Source: an optimization exercise on an open RTL-to-GDS flow (aim: small area, a short achievable clock period and few clock cycles). Production flows keep margins and buffers that such runs may drop.
Where RTL was checked, it was by simulation tests only, not by an equivalence proof against the original.
The RTL of runs 1 to 4 was laid out without a check of its function.
Power is estimated from default activity; no workload was simulated.

## flow/design.v (module list and top-level ports; edited modules follow where they fit)
// module mac_sat_21: 914 lines
// module csa_fa: 10 lines
// module csa_ha: 9 lines
// module rescale_sat: 488 lines
// module w21_col_mac_seq: 55 lines
module w21_col_mac_seq (
    input  logic                    clk,
    input  logic                    rst,
    input  logic                    start,
    output logic [ADDR_W-1:0]       adrs_clm,
    input  logic signed [D_W-1:0]   w_in,
    input  logic signed [D_W-1:0]   x_in,
    output logic                    busy,
    output logic                    done,
    output logic signed [D_W-1:0]   result
);
  // ...
==> flow/run.sh <==
#!/bin/bash
# synth_recipe.tcl (not shown) runs the flow's synth.tcl, then flattens the netlist and writes it again
# the make line also repeats each setting of config.mk as NAME=value (left out here)
make -C /OpenROAD-flow-scripts/flow DESIGN_CONFIG=/design/flow/config.mk WORK_HOME=/design/flow/orfs CLKGATE_MAP_FILE= SYNTH_SCRIPT=/design/flow/synth_recipe.tcl finish
==> flow/config.mk <==
export PLATFORM = sky130hd
export DESIGN_NAME = w21_col_mac_seq
export DESIGN_NICKNAME = w21_col_mac_seq
export VERILOG_FILES = /design/flow/design.v
export SDC_FILE = /design/flow/constraint.sdc
export NUM_CORES = 4
export LEC_CHECK = 0
export ABC_CLOCK_PERIOD_IN_PS = 3000
export CAP_MARGIN = 20
export CORE_MARGIN = 2
export CORE_UTILIZATION = 40
export SETUP_SLACK_MARGIN = 5
export SLEW_MARGIN = 20
export SYNTH_HIERARCHICAL = 1
==> flow/constraint.sdc <==
create_clock -name core_clock -period 9.0 [get_ports {clk}]
set_input_delay 1.8000 -clock core_clock [delete_from_list [all_inputs] [get_ports {clk}]]
set_output_delay 1.8000 -clock core_clock [all_outputs]
set_load 0.01 [all_outputs]
==> notes.md, run 1 <==
gr busiest metal met2; Util after Layout 45.24%; group drawing the most power combinational logic; RSZ-0062 raised after global routing yes; Reg with most FFs u_mac.acc_a; hold slack around 0.45 ns; cells after synthesis 1500; reg-to-reg startpoint u_mac.acc_b[9]; 1st-pass router iterations 5; die area around 43000 um2; CP Depth 15; Cell Rows 74; critical path's most frequent cell o21a_1; Routed WL ~47 mm; startpoint types flop; WHS Path Cells 0; Signal buffers ~110; Die Ht approximately 210 um; worst path bufs/invs 0; r2r setup slk slightly above 5 ns; largest net degree at the start of global routing 55; Switching Power roughly 3.5 mW; ant diodes 0; met1 Usage GRT around 33%; status complete, no violations; # H-tree levels 4; hold endpoint fin; Top delay family on crit path simple AND/OR/NAND/NOR gates; Final WS setup 5.127 ns; critical path endpoint u_mac.result[20]; number of DRC markers in iteration 0 about 1100; Fmax 258.2 MHz; fraction of area in multi-input gates about two thirds; initial antenna violation count 0
==> run 2, diff against run 1 <==
==> flow/flow/run.sh (new file) <==
#!/bin/bash
set -euo pipefail
MARGIN=$(cat flow/margin.txt)
bash standard.sh "SETUP_SLACK_MARGIN=${MARGIN}" \
  "BUFFER_PORTS_ARGS=-buffer_cell sky130_fd_sc_hd__buf_1" finish > flow_make.log 2>&1
test -s out/final.def
==> flow/flow/margin.txt (new file) <==
5.5
==> flow/standard.sh (new file) <==
#!/bin/bash
# synth_recipe.tcl (not shown) runs the flow's synth.tcl, then flattens the netlist and writes it again
# the make line also repeats each setting of config.mk as NAME=value (left out here)
make -C /OpenROAD-flow-scripts/flow DESIGN_CONFIG=/design/flow/config.mk WORK_HOME=/design/flow/orfs CLKGATE_MAP_FILE= SYNTH_SCRIPT=/design/flow/synth_recipe.tcl "${@:-finish}"
--- a/flow/config.mk
+++ b/flow/config.mk
@@ -11,3 +11,2 @@
 export CORE_UTILIZATION = 40
-export SETUP_SLACK_MARGIN = 5
 export SLEW_MARGIN = 20
removed: flow/run.sh
==> run 2 against run 1 <==
Against the previous run: via count up 3.2%; cell count up 2.0%; synthesized cell count unchanged; critical endpoint unchanged; critical path depth up 3; largest power group unchanged; clock skew up 0.0043 ns; maximum frequency up 0.98%; total power down 0.54%; global-route usage up 0.098 points; register-to-register slack better by 0.04 ns; sequential share of layout area up 0.13 points; largest cell class unchanged.
==> notes.md, run 2 <==
WL/cell between 20 and 25 um; critical path's most frequent cell o21a_1; number of global-route vias before repair around 12000; # placed instances 2000; Num CTS Buffers 17; startpoint types flop; clock latency (worst-skew pair) between 0.4 and 0.5 ns; ant diodes 0 (unchanged); Clock Skews around 0.015 ns; Final min period 3.836 ns; Area Overhead vs Synth 14.33%; cells after synthesis 1500 (unchanged); die width around 210 um; Slowest-stage cell, CP a2111oi_4; Clock Root Buffer clkbuf_16; max incr delay on CP between 0.3 and 0.4 ns; first-pass GRT wire length about 73 mm; mapped cell area between 15000 and 20000 um2; number of DRC markers in iteration 0 1028 (-8.4%); endpoints failing hold 0; Max clock buf depth 2; maximum VDD drop 0.1656 mV; largest net degree at the start of global routing 53 (-3.6%); setup violators final 0; Nets between 1500 and 2000; share of cells above drive strength 1 ~15%; CTS tree yes; Worst EP arrival between 4 and 5 ns; # H-tree levels 4 (unchanged); Power Dens Cells 412.0 nW/um2; top flop regs u_mac.acc_a: 50 flops, u_mac.acc_b: 41 flops; Yosys warning count 8; gr usage total 23.02%; Avg Synthesized Cell Area 10.92 um2; Cell Chain, Critical Path ha_1, nand4_1, a211oi_2, o21bai_2, a2111oi_4, o21a_1, nor4_2, o21a_1, fa_2, nor2b_4, buf_6, o21a_1, o21ai_2, a211oi_2, buf_4, or3b_4, nand3_4, o21a_1; most frequent cells in the layout fa_1 (254), xnor2_1 (236), a22oi_1 (193), dfxtp_1 (123), nor2b_1 (82); Die Ht 206.4 um (unchanged); Port Buf Inserts 76; CTS sink cnt between 150 and 200; hold buffers post-CTS 0; required time of the worst setup path roughly 9.3 ns; most common cell after layout, fill and taps aside fa_1; DRC violations left 0; critical path fanouts, max 8; io pins slightly below 80; Final Cell Area around 19000 um2; Reg with most FFs u_mac.acc_a; Worst-Margin Slew about 0.60 ns; Slew Viols, Final 0; leakage power about 7.1 nW; Non-Filler Instances around 2100; syn nets roughly 1900; max-cap violation count 0; DR vias 11872; antenna-violating nets left 0; max reg flops 50; Hold WC Path Type reg2reg; Cell Rows 74 (unchanged); status complete, no violations; Worst-path clk slew ~0.08 ns; grt total ovfl 0; DP Area 17030 um2; Fmax 260.7 MHz (+0.98%); RSZ-0062 raised after global routing yes; gp weighted congestion about 0.9; critical path class reg2reg; Routed WL 50.55 mm (+7.5%); drt via density between 5 and 6; CP Capture Type flop; initial core utilization 40.30%; 1st-pass router iterations 6 (+1); Slew HR ~60%; initial antenna violation count 0 (unchanged); Placeable Area a little over 40000 um2; setup_tns 0 ns; final worst-path cycle share between 40 and 50%; HPWL after DPL between 30 and 40 mm; die area 42580 um2 (unchanged)
[run 2: path summary, 6_finish.rpt]
kind / start / end / slack [ns] / cells after the start
worst max-delay path: u_mac.acc_a[6] / u_mac.result[20] / 5.16 / 18
worst min-delay path: fin / done / 0.45 / 0
worst max register to register: u_mac.acc_a[6] / u_mac.result[20] / 5.16 / 18
worst min register to register: fin / done / 0.45 / 0
max in group asynchronous: rst / first / 7.23 / 2
min in group asynchronous: rst / addr[7] / 1.36 / 2
[run 2: what timing repair did]
action                     CTS  global route
cloned                       1             2
resized for setup          105            63
setup endpoints to repair   78            47
pin swaps                   18            18
buffers inserted            10            43
[run 2: cell type report]
class                      count  area, um2
fill                        3720      21920
sequential                   179       3787
clock buffer                  17      425.4
inverter                      45      168.9
tap                          532      665.6
timing repair buffer         155       1147
clock inverter                15      188.9
multi-input combinational   1145      12340
[run 2: power by group]
part	internal (mW)	switching, mW	total (mW)
logic	2.55	2.84	5.39
registers	1.23	0.303	1.54
clock network	0.402	0.384	0.787
[run 2: layer usage]
layer	global-route usage [%]	part of all wire [%]
met5	0	0
met4	6.199	2.8
met3	7.222	10
met2	33.52	43
met1	32.97	44
[run 2: stage by stage]
step	power, mW	util [%]	worst slack [ns]	hold WS (ns)
after global placement	6.510	41.89	4.522	0.4353
final	7.715	46.07	5.164	0.4527
after floorplan	5.215	-	5.393	0.4201
after CTS	7.663	44.37	5.089	0.4596
after detailed placement	6.736	41.89	4.429	0.4419
after global routing	8.595	46.07	4.915	0.4796
[run 2: worst max-delay path: cells and delay by family (launching register included)]
kind | cells | cell delay, ns
AO/OA/AOI/OAI | 9 | 1.77
flip-flops | 1 | 0.32
AND/OR/NAND/NOR | 5 | 0.70
buffers and inverters | 2 | 0.28
adder cells (fa/ha/maj) | 2 | 0.64
==> run 3, diff against run 2 <==
==> flow/flow/margin.txt (replaced) <==
6.0
==> run 3 against run 2 <==
Against the previous run: clock skew rose by 0.0015 ns; flip-flop and latch count did not move; cell count rose by 4.3%; die area stayed put; first-iteration DRC count rose by 16%; via count grew 5.1%; total power grew 9.7%; global-route usage increased by 4.0 points; critical path depth fell by 2; core utilization increased by 7.5 points; synthesized area unchanged; maximum frequency down 2.0%.
==> notes.md, run 3 <==
status complete, no violations; required time of the worst setup path 9.35 ns (about the same); most frequent cells in the layout xnor2_1 (207), fa_2 (149), dfxtp_1 (130), a22oi_1 (114), fa_1 (114); max-cap violation count 0 (unchanged); critical path class reg2reg; setup violators final 0 (unchanged); Nets 2004 (+4.7%); Setup WS pre-CTS 4.441 ns (+0.01222 ns); initial antenna violation count 0 (unchanged); r2r setup slk 5.09 ns (-0.08 ns); Hold WC Path Type reg2reg; startpoint types flop; Die Ht 206.4 um (unchanged); die area 42580 um2 (unchanged); setup_tns 0 ns (unchanged); Routed WL 56.07 mm (+11%); Num CTS Buffers 17 (unchanged); reg-to-reg startpoint u_mac.acc_b[11]; critical path fanouts, max 8 (unchanged); number of fill cells 3376 (-9.2%); met1 Usage GRT 35.25% (+2.3 points); die width 206.4 um (unchanged); 1st-pass router iterations 5 (-1); Worst EP arrival 4.26 ns (+0.08 ns); Avg Synthesized Cell Area 10.92 um2 (unchanged); # H-tree levels 4 (unchanged); Power Dens Cells 388.9 nW/um2 (-5.6%); FF-to-FF End u_mac.result[1]; leakage power 8.180 nW (+15%); Area Overhead vs Synth 32.92%; antenna-violating nets left 0 (unchanged); Fmax 255.5 MHz (-2.0%); CTS sink cnt 179 (unchanged); Final min period 3.914 ns (+0.07857 ns); RSZ-0062 raised after global routing yes; hold buffers post-CTS 0 (unchanged); maximum VDD drop 0.2212 mV (+34%); Port Buf Inserts 76 (unchanged); syn nets 1871 (unchanged); Reg2Reg Depth 16 (-2); endpoints failing hold 0 (unchanged); Worst-Margin Slew 0.6476 ns (+0.04692 ns); DRC violations left 0 (unchanged); Crit. Startpoint u_mac.acc_b[11]; Clock Root Buffer clkbuf_16; ant diodes 0 (unchanged); clock latency (worst-skew pair) 0.48 ns (+0.02 ns); CTS tree yes; CP Capture Type flop; largest net degree at the start of global routing 24 (-55%); M2 GR Usage 41.08% (+7.6 points); most common cell after layout, fill and taps aside xnor2_1; drt via density 5.730 (+0.77%); initial core utilization 40.30% (unchanged); Sequential Area 3771 um2 (-0.43%); HPWL after DPL 32.84 mm (+1.9%); number of DRC markers in iteration 0 1190 (+16%); Slew HR 56.78% (-2.9 points); grt total ovfl 0 (unchanged); gr usage total 27.03% (+4.0 points); io pins 77 (unchanged); Placeable Area 40650 um2 (unchanged); gp weighted congestion 0.8451 (-3.6%); top flop regs u_mac.acc_a: 50 flops, u_mac.acc_b: 41 flops; WL/cell 25.74 um (+6.3%); DR vias 12479 (+5.1%); share of cells above drive strength 1 37.73% (+23 points); max reg flops 50 (unchanged); final worst-path cycle share 43.49% (+0.87 points); critical path endpoint u_mac.result[1]; gr busiest metal met2; Slew Viols, Final 0 (unchanged); area occupied by multi-input gates 13620 um2 (+10%); Yosys warning count 8 (unchanged); met3 Use GR 8.783% (+1.6 points); Worst-path clk slew 0.08 ns (about the same); first-pass GRT wire length 83.12 mm (+14%); cells after synthesis 1500 (unchanged); Reg with most FFs u_mac.acc_a; mapped cell area 16380 um2 (unchanged); Max clock buf depth 2 (unchanged); number of global-route vias before repair 12988 (+8.5%); Final WS setup 5.086 ns (-0.07857 ns); Clock Skews 0.01614 ns (+0.001456 ns); Cell Rows 74 (unchanged)
[run 3: cell count changes in the layout (fill, tap and decap cells not counted), sizes merged, moves of 2 or more]
cell      change
buf          +81
bufbuf        +7
clkbuf        +2
clkinvlp      +2
inv           -2
[run 3: layer usage]
| metal | wire length, um | part of all wire, % | vias to the layer above |
|---|---|---|---|
| li1 | - | - | 5318 |
| met1 | 22560 | 40 | 6248 |
| met2 | 25320 | 45 | 774 |
| met3 | 6092 | 11 | 137 |
| met4 | 2047 | 3.7 | 2 |
| met5 | 49 | 0.087 | - |
[run 3: power breakdown]
part | switching [mW] | internal [mW] | leakage (nW)
Sequential | 0.288 | 1.24 | 1.57
Clock | 0.375 | 0.365 | 0.272
Combinational | 3.13 | 3.07 | 6.34
[run 3: stage by stage]
stage               hold slack (ns)  power, mW  std cells  utilization (%)  instance area, um2
global route                 0.4314      9.339       2178            53.56               21770
CTS                          0.4659      8.310       2147            51.80               21060
global placement             0.4335      6.825       2017            43.58               17710
finish                       0.4196      8.466       2178            53.56               21770
detailed placement           0.4399      7.008       2017            43.58               17710
floorplan                    0.4201      5.483       1500                -               17610
[run 3: repair_timing]
item / in CTS / in global routing
buffers inserted: 74 / 27
endpoints found under the setup margin: 100 / 91
pin swaps: 146 / 94
cloned: 24 / 4
resized for setup: 384 / 89
[run 3: worst min path at each step]
stage,start,endpoint,slack [ns],cells after the start
6_report,fin,done,0.42,0
5_1_grt,fin,done,0.43,0
4_1_cts,fin,done,0.47,0
3_5_place_dp,last,fin,0.44,0
3_3_place_gp,last,fin,0.43,0
2_1_floorplan,fin,done,0.42,0
[run 3: critical path, stage by stage (launching register included)]
cell	delay, ns
dfxtp_1	0.33
ha_1	0.36
nand3_1	0.11
nor2_1	0.14
a211oi_2	0.06
buf_4	0.15
a2111oi_4	0.45
o21a_1	0.23
nor4_4	0.05
o21a_1	0.19
fa_2	0.34
nor2b_2	0.13
o21ai_1	0.07
or4_4	0.43
or3_4	0.47
nand3_4	0.16
o21ai_1	0.10
[run 3: cell type report]
type,count,area share [%]
clock inverters,15,0.6552
clock buffers,17,1.954
multi-input cells,1145,62.57
flip-flops and latches,179,17.32
inverters,45,0.7759
well taps,532,3.057
repair buffers,245,13.66
==> module rescale_sat, before the edit <==
module rescale_sat (
    input  logic [ACC_W-1:0]      a,
    input  logic [41:0]          b,
    output logic signed [D_W-1:0] res
);
    logic g1;
    logic p2;
    logic t3;
    logic g4;
    logic p5;
    logic t6;
    logic g7;
    logic p8;
    logic t9;
    logic g10;
    logic p11;
    logic t12;
    logic g13;
    logic p14;
    logic t15;
    logic g16;
    logic p17;
    logic t18;
    logic g19;
    logic p20;
    logic t21;
    logic g22;
    logic p23;
    logic t24;
    logic g25;
    logic p26;
    logic t27;
    logic g28;
    logic p29;
    logic t30;
    logic g31;
    logic p32;
    logic t33;
    logic g34;
    logic p35;
    logic t36;
    logic g37;
    logic p38;
    logic t39;
    logic g40;
    logic p41;
    logic t42;
    logic g43;
    logic p44;
    logic t45;
    logic g46;
    logic p47;
    logic t48;
    logic g49;
    logic p50;
    logic t51;
    logic g52;
    logic p53;
    logic t54;
    logic g55;
    logic p56;
    logic t57;
    logic g58;
    logic p59;
    logic t60;
    logic g61;
    logic p62;
    logic t63;
    logic g64;
    logic p65;
    logic t66;
    logic g67;
    logic p68;
    logic t69;
    logic g70;
    logic p71;
    logic t72;
    logic g73;
    logic p74;
    logic t75;
    logic g76;
    logic p77;
    logic t78;
    logic g79;
    logic p80;
    logic t81;
    logic g82;
    logic p83;
    logic t84;
    logic g85;
    logic p86;
    logic t87;
    logic g88;
    logic p89;
    logic t90;
    logic g91;
    logic p92;
    logic t93;
    logic g94;
    logic p95;
    logic t96;
    logic g97;
    logic p98;
    logic t99;
    logic g100;
    logic p101;
    logic t102;
    logic g103;
    logic p104;
    logic t105;
    logic g106;
    logic p107;
    logic t108;
    logic g109;
    logic p110;
    logic t111;
    logic g112;
    logic p113;
    logic t114;
    logic g115;
    logic p116;
    logic t117;
    logic g118;
    logic p119;
    logic t120;
    logic g121;
    logic p122;
    logic t123;
    logic G124;
    logic P125;
    logic G126;
    logic P127;
    logic G128;
    logic P129;
    logic G130;
    logic P131;
    logic G132;
    logic P133;
    logic G134;
    logic P135;
    logic G136;
    logic P137;
    logic G138;
    logic P139;
    logic G140;
    logic P141;
    logic G142;
    logic P143;
    logic G144;
    logic P145;
    logic G146;
    logic P147;
    logic G148;
    logic P149;
    logic G150;
    logic P151;
    logic G152;
    logic G153;
    logic P154;
    logic G155;
    logic P156;
    logic G157;
    logic P158;
    logic G159;
    logic P160;
    logic G161;
    logic P162;
    logic G163;
    logic P164;
    logic G165;
    logic G166;
    logic P167;
    logic G168;
    logic P169;
    logic G170;
    logic G171;
    logic G172;
    logic G173;
    logic G174;
    logic G175;
    logic G176;
    logic G177;
    logic G178;
    logic G179;
    logic G180;
    logic G181;
    logic G182;
    logic G183;
    logic G184;
    logic G185;
    logic G186;
    logic G187;
    logic G188;
    logic G189;
    logic G190;
    logic G191;
    logic G192;
    logic G193;
    logic G194;
    logic G195;
    logic G196;
    logic s197;
    logic s198;
    logic s199;
    logic s200;
    logic s201;
    logic s202;
    logic s203;
    logic s204;
    logic s205;
    logic s206;
    logic s207;
    logic s208;
    logic s209;
    logic s210;
    logic s211;
    logic s212;
    logic s213;
    logic s214;
    logic s215;
    logic s216;
    logic s217;
    logic G218;
    logic P219;
    logic G220;
    logic P221;
    logic G222;
    logic P223;
    logic G224;
    logic P225;
    logic G226;
    logic P227;
    logic G228;
    logic P229;
    logic G230;
    logic P231;
    logic G232;
    logic P233;
    logic G234;
    logic P235;
    logic G236;
    logic P237;
    logic cg238;
    logic sign239;
    logic zero240;
    assign g1 = a[1] & b[1];
    assign p2 = a[1] ^ b[1];
    assign t3 = a[1] | b[1];
    assign g4 = a[2] & b[2];
    assign p5 = a[2] ^ b[2];
    assign t6 = a[2] | b[2];
    assign g7 = a[3] & b[3];
    assign p8 = a[3] ^ b[3];
    assign t9 = a[3] | b[3];
    assign g10 = a[4] & b[4];
    assign p11 = a[4] ^ b[4];
    assign t12 = a[4] | b[4];
    assign g13 = a[5] & b[5];
    assign p14 = a[5] ^ b[5];
    assign t15 = a[5] | b[5];
    assign g16 = a[6] & b[6];
    assign p17 = a[6] ^ b[6];
    assign t18 = a[6] | b[6];
    assign g19 = a[7] & b[7];
    assign p20 = a[7] ^ b[7];
    assign t21 = a[7] | b[7];
    assign g22 = a[8] & b[8];
    assign p23 = a[8] ^ b[8];
    assign t24 = a[8] | b[8];
    assign g25 = a[9] & b[9];
    assign p26 = a[9] ^ b[9];
    assign t27 = a[9] | b[9];
    assign g28 = a[10] & b[10];
    assign p29 = a[10] ^ b[10];
    assign t30 = a[10] | b[10];
    assign g31 = a[11] & b[11];
    assign p32 = a[11] ^ b[11];
    assign t33 = a[11] | b[11];
    assign g34 = a[12] & b[12];
    assign p35 = a[12] ^ b[12];
    assign t36 = a[12] | b[12];
    assign g37 = a[13] & b[13];
    assign p38 = a[13] ^ b[13];
    assign t39 = a[13] | b[13];
    assign g40 = a[14] & b[14];
    assign p41 = a[14] ^ b[14];
    assign t42 = a[14] | b[14];
    assign g43 = a[15] & b[15];
    assign p44 = a[15] ^ b[15];
    assign t45 = a[15] | b[15];
    assign g46 = a[16] & b[16];
    assign p47 = a[16] ^ b[16];
    assign t48 = a[16] | b[16];
    assign g49 = a[17] & b[17];
    assign p50 = a[17] ^ b[17];
    assign t51 = a[17] | b[17];
    assign g52 = a[18] & b[18];
    assign p53 = a[18] ^ b[18];
    assign t54 = a[18] | b[18];
    assign g55 = a[19] & b[19];
    assign p56 = a[19] ^ b[19];
    assign t57 = a[19] | b[19];
    assign g58 = a[20] & b[20];
    assign p59 = a[20] ^ b[20];
    assign t60 = a[20] | b[20];
    assign g61 = a[21] & b[21];
    assign p62 = a[21] ^ b[21];
    assign t63 = a[21] | b[21];
    assign g64 = a[22] & b[22];
    assign p65 = a[22] ^ b[22];
    assign t66 = a[22] | b[22];
    assign g67 = a[23] & b[23];
    assign p68 = a[23] ^ b[23];
    assign t69 = a[23] | b[23];
    assign g70 = a[24] & b[24];
    assign p71 = a[24] ^ b[24];
    assign t72 = a[24] | b[24];
    assign g73 = a[25] & b[25];
    assign p74 = a[25] ^ b[25];
    assign t75 = a[25] | b[25];
    assign g76 = a[26] & b[26];
    assign p77 = a[26] ^ b[26];
    assign t78 = a[26] | b[26];
    assign g79 = a[27] & b[27];
    assign p80 = a[27] ^ b[27];
    assign t81 = a[27] | b[27];
    assign g82 = a[28] & b[28];
    assign p83 = a[28] ^ b[28];
    assign t84 = a[28] | b[28];
    assign g85 = a[29] & b[29];
    assign p86 = a[29] ^ b[29];
    assign t87 = a[29] | b[29];
    assign g88 = a[30] & b[30];
    assign p89 = a[30] ^ b[30];
    assign t90 = a[30] | b[30];
    assign g91 = a[31] & b[31];
    assign p92 = a[31] ^ b[31];
    assign t93 = a[31] | b[31];
    assign g94 = a[32] & b[32];
    assign p95 = a[32] ^ b[32];
    assign t96 = a[32] | b[32];
    assign g97 = a[33] & b[33];
    assign p98 = a[33] ^ b[33];
    assign t99 = a[33] | b[33];
    assign g100 = a[34] & b[34];
    assign p101 = a[34] ^ b[34];
    assign t102 = a[34] | b[34];
    assign g103 = a[35] & b[35];
    assign p104 = a[35] ^ b[35];
    assign t105 = a[35] | b[35];
    assign g106 = a[36] & b[36];
    assign p107 = a[36] ^ b[36];
    assign t108 = a[36] | b[36];
    assign g109 = a[37] & b[37];
    assign p110 = a[37] ^ b[37];
    assign t111 = a[37] | b[37];
    assign g112 = a[38] & b[38];
    assign p113 = a[38] ^ b[38];
    assign t114 = a[38] | b[38];
    assign g115 = a[39] & b[39];
    assign p116 = a[39] ^ b[39];
    assign t117 = a[39] | b[39];
    assign g118 = a[40] & b[40];
    assign p119 = a[40] ^ b[40];
    assign t120 = a[40] | b[40];
    assign g121 = a[41] & b[41];
    assign p122 = a[41] ^ b[41];
    assign t123 = a[41] | b[41];
    assign G124 = g7 | (p8 & g4);
    assign P125 = p8 & p5;
    assign G126 = g13 | (p14 & g10);
    assign P127 = p14 & p11;
    assign G128 = g19 | (p20 & g16);
    assign P129 = p20 & p17;
    assign G130 = g25 | (p26 & g22);
    assign P131 = p26 & p23;
    assign G132 = g31 | (p32 & g28);
    assign P133 = p32 & p29;
    assign G134 = g37 | (p38 & g34);
    assign P135 = p38 & p35;
    assign G136 = g43 | (p44 & g40);
    assign P137 = p44 & p41;
    assign G138 = g49 | (p50 & g46);
    assign P139 = p50 & p47;
    assign G140 = g55 | (p56 & g52);
    assign P141 = p56 & p53;
    assign G142 = g61 | (p62 & g58);
    assign P143 = p62 & p59;
    assign G144 = g67 | (p68 & g64);
    assign P145 = p68 & p65;
    assign G146 = g73 | (p74 & g70);
    assign P147 = p74 & p71;
    assign G148 = g79 | (p80 & g76);
    assign P149 = p80 & p77;
    assign G150 = g85 | (p86 & g82);
    assign P151 = p86 & p83;
    assign G152 = G124 | (P125 & g1);
    assign G153 = G128 | (P129 & G126);
    assign P154 = P129 & P127;
    assign G155 = G132 | (P133 & G130);
    assign P156 = P133 & P131;
    assign G157 = G136 | (P137 & G134);
    assign P158 = P137 & P135;
    assign G159 = G140 | (P141 & G138);
    assign P160 = P141 & P139;
    assign G161 = G144 | (P145 & G142);
    assign P162 = P145 & P143;
    assign G163 = G148 | (P149 & G146);
    assign P164 = P149 & P147;
    assign G165 = G153 | (P154 & G152);
    assign G166 = G157 | (P158 & G155);
    assign P167 = P158 & P156;
    assign G168 = G161 | (P162 & G159);
    assign P169 = P162 & P160;
    assign G170 = G166 | (P167 & G165);
    assign G171 = G168 | (P169 & G170);
    assign G172 = G155 | (P156 & G165);
    assign G173 = G159 | (P160 & G170);
    assign G174 = G163 | (P164 & G171);
    assign G175 = G126 | (P127 & G152);
    assign G176 = G130 | (P131 & G165);
    assign G177 = G134 | (P135 & G172);
    assign G178 = G138 | (P139 & G170);
    assign G179 = G142 | (P143 & G173);
    assign G180 = G146 | (P147 & G171);
    assign G181 = G150 | (P151 & G174);
    assign G182 = g4 | (p5 & g1);
    assign G183 = g10 | (p11 & G152);
    assign G184 = g16 | (p17 & G175);
    assign G185 = g22 | (p23 & G165);
    assign G186 = g28 | (p29 & G176);
    assign G187 = g34 | (p35 & G172);
    assign G188 = g40 | (p41 & G177);
    assign G189 = g46 | (p47 & G170);
    assign G190 = g52 | (p53 & G178);
    assign G191 = g58 | (p59 & G173);
    assign G192 = g64 | (p65 & G179);
    assign G193 = g70 | (p71 & G171);
    assign G194 = g76 | (p77 & G180);
    assign G195 = g82 | (p83 & G174);
    assign G196 = g88 | (p89 & G181);
    assign s197 = p29 ^ G176;
    assign s198 = p32 ^ G186;
    assign s199 = p35 ^ G172;
    assign s200 = p38 ^ G187;
    assign s201 = p41 ^ G177;
    assign s202 = p44 ^ G188;
    assign s203 = p47 ^ G170;
    assign s204 = p50 ^ G189;
    assign s205 = p53 ^ G178;
    assign s206 = p56 ^ G190;
    assign s207 = p59 ^ G173;
    assign s208 = p62 ^ G191;
    assign s209 = p65 ^ G179;
    assign s210 = p68 ^ G192;
    assign s211 = p71 ^ G171;
    assign s212 = p74 ^ G193;
    assign s213 = p77 ^ G180;
    assign s214 = p80 ^ G194;
    assign s215 = p83 ^ G174;
    assign s216 = p86 ^ G195;
    assign s217 = ~(p89 ^ G181);
    assign G218 = g94 | (p95 & g91);
    assign P219 = p95 & p92;
    assign G220 = g100 | (p101 & g97);
    assign P221 = p101 & p98;
    assign G222 = g106 | (p107 & g103);
    assign P223 = p107 & p104;
    assign G224 = g112 | (p113 & g109);
    assign P225 = p113 & p110;
    assign G226 = g118 | (p119 & g115);
    assign P227 = p119 & p116;
    assign G228 = G220 | (P221 & G218);
    assign P229 = P221 & P219;
    assign G230 = G224 | (P225 & G222);
    assign P231 = P225 & P223;
    assign G232 = g121 | (p122 & G226);
    assign P233 = p122 & P227;
    assign G234 = G230 | (P231 & G228);
    assign P235 = P231 & P229;
    assign G236 = G232 | (P233 & G234);
    assign P237 = P233 & P235;
    assign cg238 = G236 | (P237 & G196);
    assign sign239 = a[49] ^ (cg238 & a[42] & a[43] & a[44] & a[45] & a[46] & a[47] & a[48]);
    assign zero240 = ~(p92 ^ G196) & ~(p95 ^ t93) & ~(p98 ^ t96) & ~(p101 ^ t99) & ~(p104 ^ t102) & ~(p107 ^ t105) & ~(p110 ^ t108) & ~(p113 ^ t111) & ~(p116 ^ t114) & ~(p119 ^ t117) & ~(p122 ^ t120) & ~(a[42] ^ t123) & ~(a[43] ^ a[42]) & ~(a[44] ^ a[43]) & ~(a[45] ^ a[44]) & ~(a[46] ^ a[45]) & ~(a[47] ^ a[46]) & ~(a[48] ^ a[47]) & ~(a[49] ^ a[48]);
    assign res = zero240 ? {s217, s216, s215, s214, s213, s212, s211, s210, s209, s208, s207, s206, s205, s204, s203, s202, s201, s200, s199, s198, s197} :
                 sign239 ? SAT_MIN : SAT_MAX;
endmodule
==> run 4, diff against run 3 <==
--- a/flow/design.v
+++ b/flow/design.v
@@ -1075,3 +1075,3 @@
     logic G126;
-    logic P127;
+    logic G127;
     logic G128;
@@ -1085,5 +1085,5 @@
     logic G136;
-    logic P137;
+    logic G137;
     logic G138;
-    logic P139;
+    logic G139;
     logic G140;
@@ -1101,19 +1101,19 @@
     logic G152;
-    logic G153;
-    logic P154;
-    logic G155;
-    logic P156;
-    logic G157;
-    logic P158;
-    logic G159;
-    logic P160;
-    logic G161;
-    logic P162;
-    logic G163;
-    logic P164;
+    logic P153;
+    logic G154;
+    logic P155;
+    logic G156;
+    logic P157;
+    logic G158;
+    logic P159;
+    logic G160;
+    logic P161;
+    logic G162;
+    logic P163;
+    logic G164;
     logic G165;
     logic G166;
-    logic P167;
+    logic G167;
     logic G168;
-    logic P169;
+    logic G169;
     logic G170;
@@ -1121,47 +1121,47 @@
     logic G172;
-    logic G173;
+    logic P173;
     logic G174;
-    logic G175;
+    logic P175;
     logic G176;
-    logic G177;
+    logic P177;
     logic G178;
-    logic G179;
+    logic P179;
     logic G180;
-    logic G181;
+    logic P181;
     logic G182;
-    logic G183;
+    logic P183;
     logic G184;
-    logic G185;
+    logic P185;
     logic G186;
-    logic G187;
+    logic P187;
     logic G188;
-    logic G189;
+    logic P189;
     logic G190;
-    logic G191;
+    logic P191;
     logic G192;
-    logic G193;
+    logic P193;
     logic G194;
-    logic G195;
+    logic P195;
     logic G196;
-    logic s197;
-    logic s198;
-    logic s199;
-    logic s200;
-    logic s201;
-    logic s202;
-    logic s203;
-    logic s204;
-    logic s205;
-    logic s206;
-    logic s207;
-    logic s208;
-    logic s209;
-    logic s210;
-    logic s211;
-    logic s212;
-    logic s213;
-    logic s214;
-    logic s215;
-    logic s216;
-    logic s217;
+    logic P197;
+    logic G198;
+    logic P199;
+    logic G200;
+    logic P201;
+    logic G202;
+    logic P203;
+    logic G204;
+    logic P205;
+    logic G206;
+    logic P207;
+    logic G208;
+    logic P209;
+    logic G210;
+    logic P211;
+    logic G212;
+    logic P213;
+    logic G214;
+    logic P215;
+    logic G216;
+    logic P217;
     logic G218;
@@ -1177,14 +1177,60 @@
     logic G228;
-    logic P229;
+    logic G229;
     logic G230;
-    logic P231;
+    logic G231;
     logic G232;
-    logic P233;
+    logic G233;
     logic G234;
-    logic P235;
+    logic G235;
     logic G236;
-    logic P237;
-    logic cg238;
-    logic sign239;
-    logic zero240;
+    logic G237;
+    logic G238;
+    logic G239;
+    logic G240;
+    logic G241;
+    logic G242;
+    logic s243;
+    logic s244;
+    logic s245;
+    logic s246;
+    logic s247;
+    logic s248;
+    logic s249;
+    logic s250;
+    logic s251;
+    logic s252;
+    logic s253;
+    logic s254;
+    logic s255;
+    logic s256;
+    logic s257;
+    logic s258;
+    logic s259;
+    logic s260;
+    logic s261;
+    logic s262;
+    logic s263;
+    logic G264;
+    logic P265;
+    logic G266;
+    logic P267;
+    logic G268;
+    logic P269;
+    logic G270;
+    logic P271;
+    logic G272;
+    logic P273;
+    logic G274;
+    logic P275;
+    logic G276;
+    logic P277;
+    logic G278;
+    logic P279;
+    logic G280;
+    logic P281;
+    logic G282;
+    logic P283;
+    logic cg284;
+    logic sign285;
+    logic zero286;
     assign g1 = a[1] & b[1];
@@ -1312,121 +1358,167 @@
     assign t123 = a[41] | b[41];
-    assign G124 = g7 | (p8 & g4);
-    assign P125 = p8 & p5;
-    assign G126 = g13 | (p14 & g10);
-    assign P127 = p14 & p11;
-    assign G128 = g19 | (p20 & g16);
-    assign P129 = p20 & p17;
-    assign G130 = g25 | (p26 & g22);
-    assign P131 = p26 & p23;
-    assign G132 = g31 | (p32 & g28);
-    assign P133 = p32 & p29;
-    assign G134 = g37 | (p38 & g34);
-    assign P135 = p38 & p35;
-    assign G136 = g43 | (p44 & g40);
-    assign P137 = p44 & p41;
-    assign G138 = g49 | (p50 & g46);
-    assign P139 = p50 & p47;
-    assign G140 = g55 | (p56 & g52);
-    assign P141 = p56 & p53;
-    assign G142 = g61 | (p62 & g58);
-    assign P143 = p62 & p59;
-    assign G144 = g67 | (p68 & g64);
-    assign P145 = p68 & p65;
-    assign G146 = g73 | (p74 & g70);
-    assign P147 = p74 & p71;
-    assign G148 = g79 | (p80 & g76);
-    assign P149 = p80 & p77;
-    assign G150 = g85 | (p86 & g82);
-    assign P151 = p86 & p83;
-    assign G152 = G124 | (P125 & g1);
-    assign G153 = G128 | (P129 & G126);
-    assign P154 = P129 & P127;
-    assign G155 = G132 | (P133 & G130);
-    assign P156 = P133 & P131;
-    assign G157 = G136 | (P137 & G134);
-    assign P158 = P137 & P135;
-    assign G159 = G140 | (P141 & G138);
-    assign P160 = P141 & P139;
-    assign G161 = G144 | (P145 & G142);
-    assign P162 = P145 & P143;
-    assign G163 = G148 | (P149 & G146);
-    assign P164 = P149 & P147;
-    assign G165 = G153 | (P154 & G152);
-    assign G166 = G157 | (P158 & G155);
-    assign P167 = P158 & P156;
-    assign G168 = G161 | (P162 & G159);
-    assign P169 = P162 & P160;
-    assign G170 = G166 | (P167 & G165);
-    assign G171 = G168 | (P169 & G170);
-    assign G172 = G155 | (P156 & G165);
-    assign G173 = G159 | (P160 & G170);
-    assign G174 = G163 | (P164 & G171);
-    assign G175 = G126 | (P127 & G152);
-    assign G176 = G130 | (P131 & G165);
-    assign G177 = G134 | (P135 & G172);
-    assign G178 = G138 | (P139 & G170);
-    assign G179 = G142 | (P143 & G173);
-    assign G180 = G146 | (P147 & G171);
-    assign G181 = G150 | (P151 & G174);
-    assign G182 = g4 | (p5 & g1);
-    assign G183 = g10 | (p11 & G152);
-    assign G184 = g16 | (p17 & G175);
-    assign G185 = g22 | (p23 & G165);
-    assign G186 = g28 | (p29 & G176);
-    assign G187 = g34 | (p35 & G172);
-    assign G188 = g40 | (p41 & G177);
-    assign G189 = g46 | (p47 & G170);
-    assign G190 = g52 | (p53 & G178);
-    assign G191 = g58 | (p59 & G173);
-    assign G192 = g64 | (p65 & G179);
-    assign G193 = g70 | (p71 & G171);
-    assign G194 = g76 | (p77 & G180);
-    assign G195 = g82 | (p83 & G174);
-    assign G196 = g88 | (p89 & G181);
-    assign s197 = p29 ^ G176;
-    assign s198 = p32 ^ G186;
-    assign s199 = p35 ^ G172;
-    assign s200 = p38 ^ G187;
-    assign s201 = p41 ^ G177;
-    assign s202 = p44 ^ G188;
-    assign s203 = p47 ^ G170;
-    assign s204 = p50 ^ G189;
-    assign s205 = p53 ^ G178;
-    assign s206 = p56 ^ G190;
-    assign s207 = p59 ^ G173;
-    assign s208 = p62 ^ G191;
-    assign s209 = p65 ^ G179;
-    assign s210 = p68 ^ G192;
-    assign s211 = p71 ^ G171;
-    assign s212 = p74 ^ G193;
-    assign s213 = p77 ^ G180;
-    assign s214 = p80 ^ G194;
-    assign s215 = p83 ^ G174;
-    assign s216 = p86 ^ G195;
-    assign s217 = ~(p89 ^ G181);
-    assign G218 = g94 | (p95 & g91);
-    assign P219 = p95 & p92;
-    assign G220 = g100 | (p101 & g97);
-    assign P221 = p101 & p98;
-    assign G222 = g106 | (p107 & g103);
-    assign P223 = p107 & p104;
-    assign G224 = g112 | (p113 & g109);
-    assign P225 = p113 & p110;
-    assign G226 = g118 | (p119 & g115);
-    assign P227 = p119 & p116;
-    assign G228 = G220 | (P221 & G218);
-    assign P229 = P221 & P219;
-    assign G230 = G224 | (P225 & G222);
-    assign P231 = P225 & P223;
-    assign G232 = g121 | (p122 & G226);
-    assign P233 = p122 & P227;
-    assign G234 = G230 | (P231 & G228);
-    assign P235 = P231 & P229;
-    assign G236 = G232 | (P233 & G234);
-    assign P237 = P233 & P235;
-    assign cg238 = G236 | (P237 & G196);
-    assign sign239 = a[49] ^ (cg238 & a[42] & a[43] & a[44] & a[45] & a[46] & a[47] & a[48]);
-    assign zero240 = ~(p92 ^ G196) & ~(p95 ^ t93) & ~(p98 ^ t96) & ~(p101 ^ t99) & ~(p104 ^ t102) & ~(p107 ^ t105) & ~(p110 ^ t108) & ~(p113 ^ t111) & ~(p116 ^ t114) & ~(p119 ^ t117) & ~(p122 ^ t120) & ~(a[42] ^ t123) & ~(a[43] ^ a[42]) & ~(a[44] ^ a[43]) & ~(a[45] ^ a[44]) & ~(a[46] ^ a[45]) & ~(a[47] ^ a[46]) & ~(a[48] ^ a[47]) & ~(a[49] ^ a[48]);
-    assign res = zero240 ? {s217, s216, s215, s214, s213, s212, s211, s210, s209, s208, s207, s206, s205, s204, s203, s202, s201, s200, s199, s198, s197} :
-                 sign239 ? SAT_MIN : SAT_MAX;
+    assign G124 = g7 | (t9 & g4);
+    assign P125 = t9 & t6;
+    assign G126 = g4 | (t6 & g1);
+    assign G127 = G124 | (P125 & g1);
+    assign G128 = g13 | (t15 & g10);
+    assign P129 = t15 & t12;
+    assign G130 = g19 | (t21 & g16);
+    assign P131 = t21 & t18;
+    assign G132 = g16 | (t18 & G128);
+    assign P133 = t18 & P129;
+    assign G134 = G130 | (P131 & G128);
+    assign P135 = P131 & P129;
+    assign G136 = g10 | (t12 & G127);
+    assign G137 = G128 | (P129 & G127);
+    assign G138 = G132 | (P133 & G127);
+    assign G139 = G134 | (P135 & G127);
+    assign G140 = g25 | (t27 & g22);
+    assign P141 = t27 & t24;
+    assign G142 = g31 | (t33 & g28);
+    assign P143 = t33 & t30;
+    assign G144 = g28 | (t30 & G140);
+    assign P145 = t30 & P141;
+    assign G146 = G142 | (P143 & G140);
+    assign P147 = P143 & P141;
+    assign G148 = g37 | (t39 & g34);
+    assign P149 = t39 & t36;
+    assign G150 = g43 | (t45 & g40);
+    assign P151 = t45 & t42;
+    assign G152 = g40 | (t42 & G148);
+    assign P153 = t42 & P149;
+    assign G154 = G150 | (P151 & G148);
+    assign P155 = P151 & P149;
+    assign G156 = g34 | (t36 & G146);
+    assign P157 = t36 & P147;
+    assign G158 = G148 | (P149 & G146);
+    assign P159 = P149 & P147;
+    assign G160 = G152 | (P153 & G146);
+    assign P161 = P153 & P147;
+    assign G162 = G154 | (P155 & G146);
+    assign P163 = P155 & P147;
+    assign G164 = g22 | (t24 & G139);
+    assign G165 = G140 | (P141 & G139);
+    assign G166 = G144 | (P145 & G139);
+    assign G167 = G146 | (P147 & G139);
+    assign G168 = G156 | (P157 & G139);
+    assign G169 = G158 | (P159 & G139);
+    assign G170 = G160 | (P161 & G139);
+    assign G171 = G162 | (P163 & G139);
+    assign G172 = g49 | (t51 & g46);
+    assign P173 = t51 & t48;
+    assign G174 = g55 | (t57 & g52);
+    assign P175 = t57 & t54;
+    assign G176 = g52 | (t54 & G172);
+    assign P177 = t54 & P173;
+    assign G178 = G174 | (P175 & G172);
+    assign P179 = P175 & P173;
+    assign G180 = g61 | (t63 & g58);
+    assign P181 = t63 & t60;
+    assign G182 = g67 | (t69 & g64);
+    assign P183 = t69 & t66;
+    assign G184 = g64 | (t66 & G180);
+    assign P185 = t66 & P181;
+    assign G186 = G182 | (P183 & G180);
+    assign P187 = P183 & P181;
+    assign G188 = g58 | (t60 & G178);
+    assign P189 = t60 & P179;
+    assign G190 = G180 | (P181 & G178);
+    assign P191 = P181 & P179;
+    assign G192 = G184 | (P185 & G178);
+    assign P193 = P185 & P179;
+    assign G194 = G186 | (P187 & G178);
+    assign P195 = P187 & P179;
+    assign G196 = g73 | (t75 & g70);
+    assign P197 = t75 & t72;
+    assign G198 = g79 | (t81 & g76);
+    assign P199 = t81 & t78;
+    assign G200 = g76 | (t78 & G196);
+    assign P201 = t78 & P197;
+    assign G202 = G198 | (P199 & G196);
+    assign P203 = P199 & P197;
+    assign G204 = g85 | (t87 & g82);
+    assign P205 = t87 & t84;
+    assign G206 = g88 | (t90 & G204);
+    assign P207 = t90 & P205;
+    assign G208 = g82 | (t84 & G202);
+    assign P209 = t84 & P203;
+    assign G210 = G204 | (P205 & G202);
+    assign P211 = P205 & P203;
+    assign G212 = G206 | (P207 & G202);
+    assign P213 = P207 & P203;
+    assign G214 = g70 | (t72 & G194);
+    assign P215 = t72 & P195;
+    assign G216 = G196 | (P197 & G194);
+    assign P217 = P197 & P195;
+    assign G218 = G200 | (P201 & G194);
+    assign P219 = P201 & P195;
+    assign G220 = G202 | (P203 & G194);
+    assign P221 = P203 & P195;
+    assign G222 = G208 | (P209 & G194);
+    assign P223 = P209 & P195;
+    assign G224 = G210 | (P211 & G194);
+    assign P225 = P211 & P195;
+    assign G226 = G212 | (P213 & G194);
+    assign P227 = P213 & P195;
+    assign G228 = g46 | (t48 & G171);
+    assign G229 = G172 | (P173 & G171);
+    assign G230 = G176 | (P177 & G171);
+    assign G231 = G178 | (P179 & G171);
+    assign G232 = G188 | (P189 & G171);
+    assign G233 = G190 | (P191 & G171);
+    assign G234 = G192 | (P193 & G171);
+    assign G235 = G194 | (P195 & G171);
+    assign G236 = G214 | (P215 & G171);
+    assign G237 = G216 | (P217 & G171);
+    assign G238 = G218 | (P219 & G171);
+    assign G239 = G220 | (P221 & G171);
+    assign G240 = G222 | (P223 & G171);
+    assign G241 = G224 | (P225 & G171);
+    assign G242 = G226 | (P227 & G171);
+    assign s243 = p29 ^ G165;
+    assign s244 = p32 ^ G166;
+    assign s245 = p35 ^ G167;
+    assign s246 = p38 ^ G168;
+    assign s247 = p41 ^ G169;
+    assign s248 = p44 ^ G170;
+    assign s249 = p47 ^ G171;
+    assign s250 = p50 ^ G228;
+    assign s251 = p53 ^ G229;
+    assign s252 = p56 ^ G230;
+    assign s253 = p59 ^ G231;
+    assign s254 = p62 ^ G232;
+    assign s255 = p65 ^ G233;
+    assign s256 = p68 ^ G234;
+    assign s257 = p71 ^ G235;
+    assign s258 = p74 ^ G236;
+    assign s259 = p77 ^ G237;
+    assign s260 = p80 ^ G238;
+    assign s261 = p83 ^ G239;
+    assign s262 = p86 ^ G240;
+    assign s263 = ~(p89 ^ G241);
+    assign G264 = g94 | (t96 & g91);
+    assign P265 = t96 & t93;
+    assign G266 = g100 | (t102 & g97);
+    assign P267 = t102 & t99;
+    assign G268 = g106 | (t108 & g103);
+    assign P269 = t108 & t105;
+    assign G270 = g112 | (t114 & g109);
+    assign P271 = t114 & t111;
+    assign G272 = g118 | (t120 & g115);
+    assign P273 = t120 & t117;
+    assign G274 = G266 | (P267 & G264);
+    assign P275 = P267 & P265;
+    assign G276 = G270 | (P271 & G268);
+    assign P277 = P271 & P269;
+    assign G278 = g121 | (t123 & G272);
+    assign P279 = t123 & P273;
+    assign G280 = G276 | (P277 & G274);
+    assign P281 = P277 & P275;
+    assign G282 = G278 | (P279 & G280);
+    assign P283 = P279 & P281;
+    assign cg284 = G282 | (P283 & G242);
+    assign sign285 = a[49] ^ (cg284 & a[42] & a[43] & a[44] & a[45] & a[46] & a[47] & a[48]);
+    assign zero286 = ~(p92 ^ G242) & ~(p95 ^ t93) & ~(p98 ^ t96) & ~(p101 ^ t99) & ~(p104 ^ t102) & ~(p107 ^ t105) & ~(p110 ^ t108) & ~(p113 ^ t111) & ~(p116 ^ t114) & ~(p119 ^ t117) & ~(p122 ^ t120) & ~(a[42] ^ t123) & ~(a[43] ^ a[42]) & ~(a[44] ^ a[43]) & ~(a[45] ^ a[44]) & ~(a[46] ^ a[45]) & ~(a[47] ^ a[46]) & ~(a[48] ^ a[47]) & ~(a[49] ^ a[48]);
+    assign res = zero286 ? {s263, s262, s261, s260, s259, s258, s257, s256, s255, s254, s253, s252, s251, s250, s249, s248, s247, s246, s245, s244, s243} :
+                 sign285 ? SAT_MIN : SAT_MAX;
 endmodule
==> flow/run.sh (new file) <==
#!/bin/bash
# synth_recipe.tcl (not shown) runs the flow's synth.tcl, then flattens the netlist and writes it again
# the make line also repeats each setting of config.mk as NAME=value (left out here)
make -C /OpenROAD-flow-scripts/flow DESIGN_CONFIG=/design/flow/config.mk WORK_HOME=/design/flow/orfs CLKGATE_MAP_FILE= SYNTH_SCRIPT=/design/flow/synth_recipe.tcl finish
--- a/flow/config.mk
+++ b/flow/config.mk
@@ -11,2 +11,3 @@
 export CORE_UTILIZATION = 40
+export SETUP_SLACK_MARGIN = 5
 export SLEW_MARGIN = 20
removed: flow/flow/run.sh
removed: flow/flow/margin.txt
removed: flow/standard.sh
==> run 4 against run 3 <==
Against the previous run: synthesized cell count is 6.1% higher; total power decreased by 12%; maximum frequency rose by 2.0%; critical path depth is 9 lower; count of clock-buffer cells in the layout grew 1; via count shrank 7.6%; clock skew grew 0.0013 ns; largest cell class unchanged.
==> notes.md, run 4 <==
number of DRC markers in iteration 0 905 (-24%); Max clock buf depth 2 (unchanged); Placeable Area 41850 um2 (+3.0%); max reg flops 50 (unchanged); Fmax 260.7 MHz (+2.0%); Yosys warning count 8 (unchanged); antenna-violating nets left 0 (unchanged); Clock Skews 0.01746 ns (+0.001317 ns); max incr delay on CP 1.01 ns (+0.54 ns); final worst-path cycle share 42.62% (-0.87 points); Final WS setup 5.164 ns (+0.07840 ns); Final Power 7.440 mW (-12%); initial antenna violation count 0 (unchanged); DR vias 11527 (-7.6%); cells after synthesis 1592 (+6.1%); Die Ht 209.8 um (+1.7%); Hold WC Path Type reg2reg; Slew Viols, Final 0 (unchanged); most frequent cells in the layout fa_1 (253), xnor2_1 (249), a22oi_1 (201), dfxtp_1 (133), inv_1 (88); status complete, no violations; Routed WL 43.87 mm (-22%); hold buffers post-CTS 0 (unchanged); WL/cell 20.62 um (-20%); Cell Chain, Critical Path a22oi_1, xnor2_1, fa_1, fa_1, fa_1, fa_1, fa_1; io pins 77 (unchanged); Avg Synthesized Cell Area 10.64 um2 (-2.6%); r2r setup slk 5.16 ns (+0.08 ns); area occupied by multi-input gates 12390 um2 (-9.1%); Final Cell Area 18620 um2 (-14%); clock latency (worst-skew pair) 0.47 ns (about the same); top flop regs u_mac.acc_a: 50 flops, u_mac.acc_b: 41 flops; syn nets 1967 (+5.1%); first-pass GRT wire length 70.65 mm (-15%); CTS sink cnt 179 (unchanged); Crit. Startpoint u_mac.w_q[1]; Nets 1950 (-2.7%); die width 209.8 um (+1.7%); # H-tree levels 4 (unchanged); DP Area 17970 um2 (+1.5%); setup_tns 0 ns (unchanged); CP Capture Type flop; Util after Layout 44.48% (-9.1 points); CTS tree yes; DRC violations left 0 (unchanged); postcts setup bufs 0 (-100%); Clock Root Buffer clkbuf_16; most common cell after layout, fill and taps aside fa_1; Final min period 3.836 ns (-0.07840 ns); gr usage total 20.90% (-6.1 points); Cell Rows 75 (+1.4%); maximum VDD drop 0.1622 mV (-27%); Port Buf Inserts 76 (unchanged); endpoints failing hold 0 (unchanged); ant diodes 0 (unchanged); required time of the worst setup path 9.35 ns (about the same); mapped cell area 16940 um2 (+3.4%); Slew HR 29.81% (-27 points); Setup WS pre-CTS 4.933 ns (+0.4924 ns); critical path fanouts, max 21 (+13); gp weighted congestion 0.8505 (+0.64%); critical path's most frequent cell fa_1; Power Dens Cells 399.7 nW/um2 (+2.8%); number of global-route vias before repair 12436 (-4.3%); reg-to-reg startpoint u_mac.w_q[1]; initial core utilization 40.47% (+0.17 points); startpoint types flop; Slowest-stage cell, CP dfxtp_1; die area 44010 um2 (+3.3%); WHS Path Cells 0 (unchanged); largest net degree at the start of global routing 92 (+280%); grt total ovfl 0 (unchanged); Worst EP arrival 4.18 ns (-0.08 ns); max-cap violation count 0 (unchanged); Sequential Area 3695 um2 (-2.0%); drt via density 5.419 (-5.4%); critical path endpoint u_mac.acc_b[16]; setup violators final 0 (unchanged); Reg with most FFs u_mac.acc_a; share of cells above drive strength 1 6.864% (-31 points); leakage power 7.135 nW (-13%); Worst-Margin Slew 1.051 ns (+0.4039 ns); FF-to-FF End u_mac.acc_b[16]; number of fill cells 3923 (+16%); Worst-path clk slew 0.08 ns (about the same); Reg2Reg Depth 7 (-9); critical path class reg2reg; Num CTS Buffers 17 (unchanged); HPWL after DPL 32.04 mm (-2.4%); RSZ-0062 raised after global routing no; 1st-pass router iterations 6 (+1); Area Overhead vs Synth 9.906%
==> run 4: cell types whose count changed in the layout (fill, tap and decap cells not counted), sizes merged, moves of 11 or more <==
cell and change:
nor2 +18, clkdlybuf4s50 +76, buf -210, inv +46
ha +14, mux2i +21, nand2 -15, o21ai -11
==> run 4: layer usage <==
metal	up-vias	GRT usage (%)	routed length, um
met5	-	0	0
met4	0	7.753	1115
met3	69	3.890	2879
met2	401	32.73	20290
met1	5786	28.91	19590
li1	5271	-	-
==> run 4: worst min-delay path by stage <==
stage,from,to,slack [ns]
global route,last,fin,0.47
CTS,last,fin,0.45
detailed placement,last,fin,0.44
finish,last,fin,0.45
floorplan,fin,done,0.42
global placement,last,fin,0.42
==> run 4: timing repair <==
action,4_1_cts,5_1_grt
cloned,0,0
endpoints found under the setup margin,7,28
resized for setup,5,28
==> run 4: critical path: cells and delay by family (launching register included) <==
kind                     cells  cell delay (ns)
flip-flops                   1             1.01
AO/OA/AOI/OAI                1             0.23
adder cells (fa/ha/maj)      5             2.24
XOR/XNOR                     1             0.21
==> run 4: report_power, final <==
group / internal, mW / switching, mW
Clock: 0.381 / 0.383
Sequential: 1.21 / 0.300
Combinational: 2.46 / 2.70
Total: 4.06 / 3.38
==> run 4: metrics by stage <==
step | hold slack, ns | cells
after global placement | 0.4245 | 2095
after floorplan | 0.4201 | 1592
after detailed placement | 0.4367 | 2095
after global routing | 0.4671 | 2127
after CTS | 0.4549 | 2127
final | 0.4505 | 2127
==> run 4: final cells by class <==
type	instances	share of cell area [%]
Tap cell	539	3.623
Clock buffer	18	2.359
Multi-Input combinational cell	1190	66.55
Sequential cell	179	19.85
Inverter	90	1.815
Clock inverter	14	0.8536
Timing Repair Buffer	97	4.954
==> run 5, diff against run 4 <==
--- a/flow/design.v
+++ b/flow/design.v
@@ -1358,15 +1358,15 @@
     assign t123 = a[41] | b[41];
-    assign G124 = g7 | (t9 & g4);
-    assign P125 = t9 & t6;
-    assign G126 = g4 | (t6 & g1);
+    assign G124 = g7 | (p8 & g4);
+    assign P125 = p8 & p5;
+    assign G126 = g4 | (p5 & g1);
     assign G127 = G124 | (P125 & g1);
-    assign G128 = g13 | (t15 & g10);
-    assign P129 = t15 & t12;
-    assign G130 = g19 | (t21 & g16);
-    assign P131 = t21 & t18;
-    assign G132 = g16 | (t18 & G128);
-    assign P133 = t18 & P129;
+    assign G128 = g13 | (p14 & g10);
+    assign P129 = p14 & p11;
+    assign G130 = g19 | (p20 & g16);
+    assign P131 = p20 & p17;
+    assign G132 = g16 | (p17 & G128);
+    assign P133 = p17 & P129;
     assign G134 = G130 | (P131 & G128);
     assign P135 = P131 & P129;
-    assign G136 = g10 | (t12 & G127);
+    assign G136 = g10 | (p11 & G127);
     assign G137 = G128 | (P129 & G127);
@@ -1374,20 +1374,20 @@
     assign G139 = G134 | (P135 & G127);
-    assign G140 = g25 | (t27 & g22);
-    assign P141 = t27 & t24;
-    assign G142 = g31 | (t33 & g28);
-    assign P143 = t33 & t30;
-    assign G144 = g28 | (t30 & G140);
-    assign P145 = t30 & P141;
+    assign G140 = g25 | (p26 & g22);
+    assign P141 = p26 & p23;
+    assign G142 = g31 | (p32 & g28);
+    assign P143 = p32 & p29;
+    assign G144 = g28 | (p29 & G140);
+    assign P145 = p29 & P141;
     assign G146 = G142 | (P143 & G140);
     assign P147 = P143 & P141;
-    assign G148 = g37 | (t39 & g34);
-    assign P149 = t39 & t36;
-    assign G150 = g43 | (t45 & g40);
-    assign P151 = t45 & t42;
-    assign G152 = g40 | (t42 & G148);
-    assign P153 = t42 & P149;
+    assign G148 = g37 | (p38 & g34);
+    assign P149 = p38 & p35;
+    assign G150 = g43 | (p44 & g40);
+    assign P151 = p44 & p41;
+    assign G152 = g40 | (p41 & G148);
+    assign P153 = p41 & P149;
     assign G154 = G150 | (P151 & G148);
     assign P155 = P151 & P149;
-    assign G156 = g34 | (t36 & G146);
-    assign P157 = t36 & P147;
+    assign G156 = g34 | (p35 & G146);
+    assign P157 = p35 & P147;
     assign G158 = G148 | (P149 & G146);
@@ -1398,3 +1398,3 @@
     assign P163 = P155 & P147;
-    assign G164 = g22 | (t24 & G139);
+    assign G164 = g22 | (p23 & G139);
     assign G165 = G140 | (P141 & G139);
@@ -1406,20 +1406,20 @@
     assign G171 = G162 | (P163 & G139);
-    assign G172 = g49 | (t51 & g46);
-    assign P173 = t51 & t48;
-    assign G174 = g55 | (t57 & g52);
-    assign P175 = t57 & t54;
-    assign G176 = g52 | (t54 & G172);
-    assign P177 = t54 & P173;
+    assign G172 = g49 | (p50 & g46);
+    assign P173 = p50 & p47;
+    assign G174 = g55 | (p56 & g52);
+    assign P175 = p56 & p53;
+    assign G176 = g52 | (p53 & G172);
+    assign P177 = p53 & P173;
     assign G178 = G174 | (P175 & G172);
     assign P179 = P175 & P173;
-    assign G180 = g61 | (t63 & g58);
-    assign P181 = t63 & t60;
-    assign G182 = g67 | (t69 & g64);
-    assign P183 = t69 & t66;
-    assign G184 = g64 | (t66 & G180);
-    assign P185 = t66 & P181;
+    assign G180 = g61 | (p62 & g58);
+    assign P181 = p62 & p59;
+    assign G182 = g67 | (p68 & g64);
+    assign P183 = p68 & p65;
+    assign G184 = g64 | (p65 & G180);
+    assign P185 = p65 & P181;
     assign G186 = G182 | (P183 & G180);
     assign P187 = P183 & P181;
-    assign G188 = g58 | (t60 & G178);
-    assign P189 = t60 & P179;
+    assign G188 = g58 | (p59 & G178);
+    assign P189 = p59 & P179;
     assign G190 = G180 | (P181 & G178);
@@ -1430,16 +1430,16 @@
     assign P195 = P187 & P179;
-    assign G196 = g73 | (t75 & g70);
-    assign P197 = t75 & t72;
-    assign G198 = g79 | (t81 & g76);
-    assign P199 = t81 & t78;
-    assign G200 = g76 | (t78 & G196);
-    assign P201 = t78 & P197;
+    assign G196 = g73 | (p74 & g70);
+    assign P197 = p74 & p71;
+    assign G198 = g79 | (p80 & g76);
+    assign P199 = p80 & p77;
+    assign G200 = g76 | (p77 & G196);
+    assign P201 = p77 & P197;
     assign G202 = G198 | (P199 & G196);
     assign P203 = P199 & P197;
-    assign G204 = g85 | (t87 & g82);
-    assign P205 = t87 & t84;
-    assign G206 = g88 | (t90 & G204);
-    assign P207 = t90 & P205;
-    assign G208 = g82 | (t84 & G202);
-    assign P209 = t84 & P203;
+    assign G204 = g85 | (p86 & g82);
+    assign P205 = p86 & p83;
+    assign G206 = g88 | (p89 & G204);
+    assign P207 = p89 & P205;
+    assign G208 = g82 | (p83 & G202);
+    assign P209 = p83 & P203;
     assign G210 = G204 | (P205 & G202);
@@ -1448,4 +1448,4 @@
     assign P213 = P207 & P203;
-    assign G214 = g70 | (t72 & G194);
-    assign P215 = t72 & P195;
+    assign G214 = g70 | (p71 & G194);
+    assign P215 = p71 & P195;
     assign G216 = G196 | (P197 & G194);
@@ -1462,3 +1462,3 @@
     assign P227 = P213 & P195;
-    assign G228 = g46 | (t48 & G171);
+    assign G228 = g46 | (p47 & G171);
     assign G229 = G172 | (P173 & G171);
@@ -1498,12 +1498,12 @@
     assign s263 = ~(p89 ^ G241);
-    assign G264 = g94 | (t96 & g91);
-    assign P265 = t96 & t93;
-    assign G266 = g100 | (t102 & g97);
-    assign P267 = t102 & t99;
-    assign G268 = g106 | (t108 & g103);
-    assign P269 = t108 & t105;
-    assign G270 = g112 | (t114 & g109);
-    assign P271 = t114 & t111;
-    assign G272 = g118 | (t120 & g115);
-    assign P273 = t120 & t117;
+    assign G264 = g94 | (p95 & g91);
+    assign P265 = p95 & p92;
+    assign G266 = g100 | (p101 & g97);
+    assign P267 = p101 & p98;
+    assign G268 = g106 | (p107 & g103);
+    assign P269 = p107 & p104;
+    assign G270 = g112 | (p113 & g109);
+    assign P271 = p113 & p110;
+    assign G272 = g118 | (p119 & g115);
+    assign P273 = p119 & p116;
     assign G274 = G266 | (P267 & G264);
@@ -1512,4 +1512,4 @@
     assign P277 = P271 & P269;
-    assign G278 = g121 | (t123 & G272);
-    assign P279 = t123 & P273;
+    assign G278 = g121 | (p122 & G272);
+    assign P279 = p122 & P273;
     assign G280 = G276 | (P277 & G274);
==> run 5 against run 4 <==
Against the previous run: critical path depth stayed put; hold slack better by 0.00098 ns; flip-flop and latch count stayed put; total power is 2.0% lower; via count is 2.6% lower; critical endpoint is now u_mac.acc_b[22]; largest power group unchanged.
==> notes.md, run 5 <==
status complete, no violations; cells after synthesis 1505 (-5.5%); Slowest-stage cell, CP dfxtp_1; gr busiest metal met2; Die Ht 206.5 um (-1.6%); die width 206.5 um (-1.6%); drt via density 5.539 (+2.2%); Avg Synthesized Cell Area 10.90 um2 (+2.4%); io pins 77 (unchanged); Slew Viols, Final 0 (unchanged); share of power burned in registers 20.8% (+0.5 points); Switching Power 3.293 mW (-2.7%); Max clock buf depth 2 (unchanged); clock latency (worst-skew pair) 0.48 ns (about the same); Yosys warning count 8 (unchanged); Worst EP arrival 4.25 ns (+0.07 ns); endpoints failing hold 0 (unchanged); Setup WS pre-CTS 4.823 ns (-0.1105 ns); reg-to-reg startpoint u_mac.one_q[2]; CTS tree yes; Cell Rows 74 (-1.3%); worst hold start fin; initial antenna violation count 0 (unchanged); HPWL after DPL 30.79 mm (-3.9%); max reg flops 50 (unchanged); Final min period 3.903 ns (+0.06724 ns); met1 Usage GRT 28.00% (-0.91 points); number of global-route vias before repair 12030 (-3.3%); CTS sink cnt 179 (unchanged); Port Buf Inserts 76 (unchanged); first-pass GRT wire length 68.14 mm (-3.6%); proportion of power drawn by combinational gates 68.3% (-1.1 points); Top delay family on crit path adder cells; Clock Root Buffer clkbuf_16; mapped cell area 16400 um2 (-3.2%); max-cap violation count 0 (unchanged); Fmax 256.2 MHz (-1.7%); DRC violations left 0 (unchanged); RSZ-0062 raised after global routing yes; Final Cell Area 18060 um2 (-3.0%); Slew HR 31.09% (+1.3 points); switching fraction of total power 45.19% (-0.28 points); Num CTS Buffers 17 (unchanged); largest net degree at the start of global routing 59 (-36%); clock network power share 10.9% (+0.6 points); setup violators final 0 (unchanged); Placeable Area 40650 um2 (-2.9%); die area 42640 um2 (-3.1%); share of cells above drive strength 1 7.358% (+0.49 points); DR vias 11228 (-2.6%); antenna-violating nets left 0 (unchanged); number of DRC markers in iteration 0 816 (-9.8%); most frequent cells in the layout fa_1 (253), xnor2_1 (250), a22oi_1 (200), dfxtp_1 (133), nor2b_1 (84); Util after Layout 44.44% (about the same); leakage power 6.835 nW (-4.2%); Nets 1844 (-5.4%); # H-tree levels 4 (unchanged); final worst-path cycle share 43.37% (+0.75 points); maximum VDD drop 0.1813 mV (+12%); ant diodes 0 (unchanged); hold buffers post-CTS 0 (unchanged); Worst-Margin Slew 1.032 ns (-0.01919 ns); top flop regs u_mac.acc_a: 50 flops, u_mac.acc_b: 41 flops; startpoint types flop; syn nets 1867 (-5.1%); setup_tns 0 ns (unchanged); Crit. Startpoint u_mac.one_q[2]; Area Overhead vs Synth 10.12%; critical path's most frequent cell fa_1; 1st-pass router iterations 5 (-1); gr usage total 20.93% (+0.030 points); gp weighted congestion 0.8063 (-5.2%); Worst-path clk slew 0.08 ns (about the same); Hold WC Path Type reg2reg; initial core utilization 40.36% (-0.11 points); critical path class reg2reg; max incr delay on CP 0.96 ns (-0.05 ns); WL/cell 20.97 um (+1.7%); DP Area 17380 um2 (-3.3%); critical path fanouts, max 22 (+4.8%); Clock Skews 0.01578 ns (-0.001680 ns); Power Dens Cells 403.5 nW/um2 (+0.95%); grt total ovfl 0 (unchanged); met3 Use GR 3.769% (-0.12 points); Cell Chain, Critical Path a22oi_1, xnor2_1, fa_1, fa_1, fa_1, fa_1, fa_1; required time of the worst setup path 9.35 ns (about the same); worst path bufs/invs 0 (unchanged); most common cell after layout, fill and taps aside fa_1; Final WS setup 5.097 ns (-0.06724 ns); Routed WL 42.51 mm (-3.1%); internal power 3.995 mW (-1.5%); CP Capture Type flop; M2 GR Usage 33.98% (+1.3 points); postcts setup bufs 0 (unchanged); Reg with most FFs u_mac.acc_a
## run 5: cell types whose count changed in the layout (fill, tap and decap cells not counted), sizes merged, moves of 7 or more
cell,change
a21o,+13
ha,-13
inv,-50
mux2i,-21
nand2,+8
nor2,-16
nor3,-7
o21ai,+14
## run 5: path summary, 6_finish.rpt
| check | endpoint | slack [ns] | depth (start not counted) |
|---|---|---|---|
| min in group asynchronous | done | 1.67 | 2 |
| hold reg to reg | done | 0.45 | 0 |
| setup / recovery | u_mac.acc_b[22] | 5.10 | 7 |
| max in group asynchronous | first | 6.92 | 2 |
| setup reg to reg | u_mac.acc_b[22] | 5.10 | 7 |
| hold / removal | done | 0.45 | 0 |
## run 5: metal layers
layer	part of all wire [%]	wire length (um)	vias to the layer above
met1	44	18560	5732
met5	0	0	-
li1	-	-	5034
met4	2.7	1147	0
met2	48	20330	400
met3	5.8	2477	62
## run 5: timing repair
action	4_1_cts	5_1_grt
pin swaps	0	0
endpoints found under the setup margin	25	35
endpoints found under the hold margin	0	0
gates resized for setup	2	33
## run 5: power by group through the flow
stage          combinational [mW]  sequential [mW]  clock (mW)
2_1_floorplan                3.92             1.36           0
3_3_place_gp                 4.89             1.53           0
3_5_place_dp                 5.07             1.52           0
4_1_cts                      5.11             1.51       0.821
5_1_grt                      5.81             1.55       0.851
6_report                     4.98             1.51       0.793
## run 5: per-stage QoR
stage	power [mW]	hold WS, ns	cells
6_report	7.288	0.4514	2027
5_1_grt	8.211	0.4676	2027
3_3_place_gp	6.421	0.4288	1995
2_1_floorplan	5.284	0.4201	1505
4_1_cts	7.440	0.4582	2027
3_5_place_dp	6.591	0.4375	1995
## run 5: area by class of cell
| cell class | instances | area [um2] |
|---|---|---|
| clock buffer | 17 | 425.4 |
| clock inverter | 15 | 203.9 |
| fill | 3803 | 22580 |
| inverter | 41 | 153.9 |
| multi-input combinational | 1152 | 12040 |
| sequential | 179 | 3697 |
| tap | 532 | 665.6 |
| timing repair buffer | 91 | 877.1 |
Testbench counts of run 5, summed over its fixed seeds: cycles 14,504.

## afterwards: timing with drivers on the ports
How much do the figures lean on ideal ports? The routed layouts below were timed once more, with nothing changed but the port constraints. Step 1 assumes that a clkbuf_16 drives the clock port and a buf_2 every other input. Step 2 also shifts input and output timing later by t, the mid clock arrival at the registers, as if the neighbouring blocks saw the same clock. Three values: ideal ports, drivers, drivers and shift; two values: the first two.
run | shift t [ns] | setup WS [ns] | slew at the worst register clock pin (ns) | worst slew at a driven data input, ns
run 1 | 0.516 | 5.127 / 5.127 / 5.127 | 0.07 / 0.07 | 0.05
run 2 | 0.506 | 5.164 / 5.164 / 5.164 | 0.08 / 0.08 | 0.06
run 3 | 0.526 | 5.086 / 5.086 / 5.086 | 0.08 / 0.08 | 0.07
run 4 | 0.519 | 5.164 / 5.164 / 5.164 | 0.08 / 0.08 | 0.05
run 5 | 0.522 | 5.097 / 5.097 / 5.097 | 0.09 / 0.09 | 0.04
After both steps every run listed still meets setup and hold.
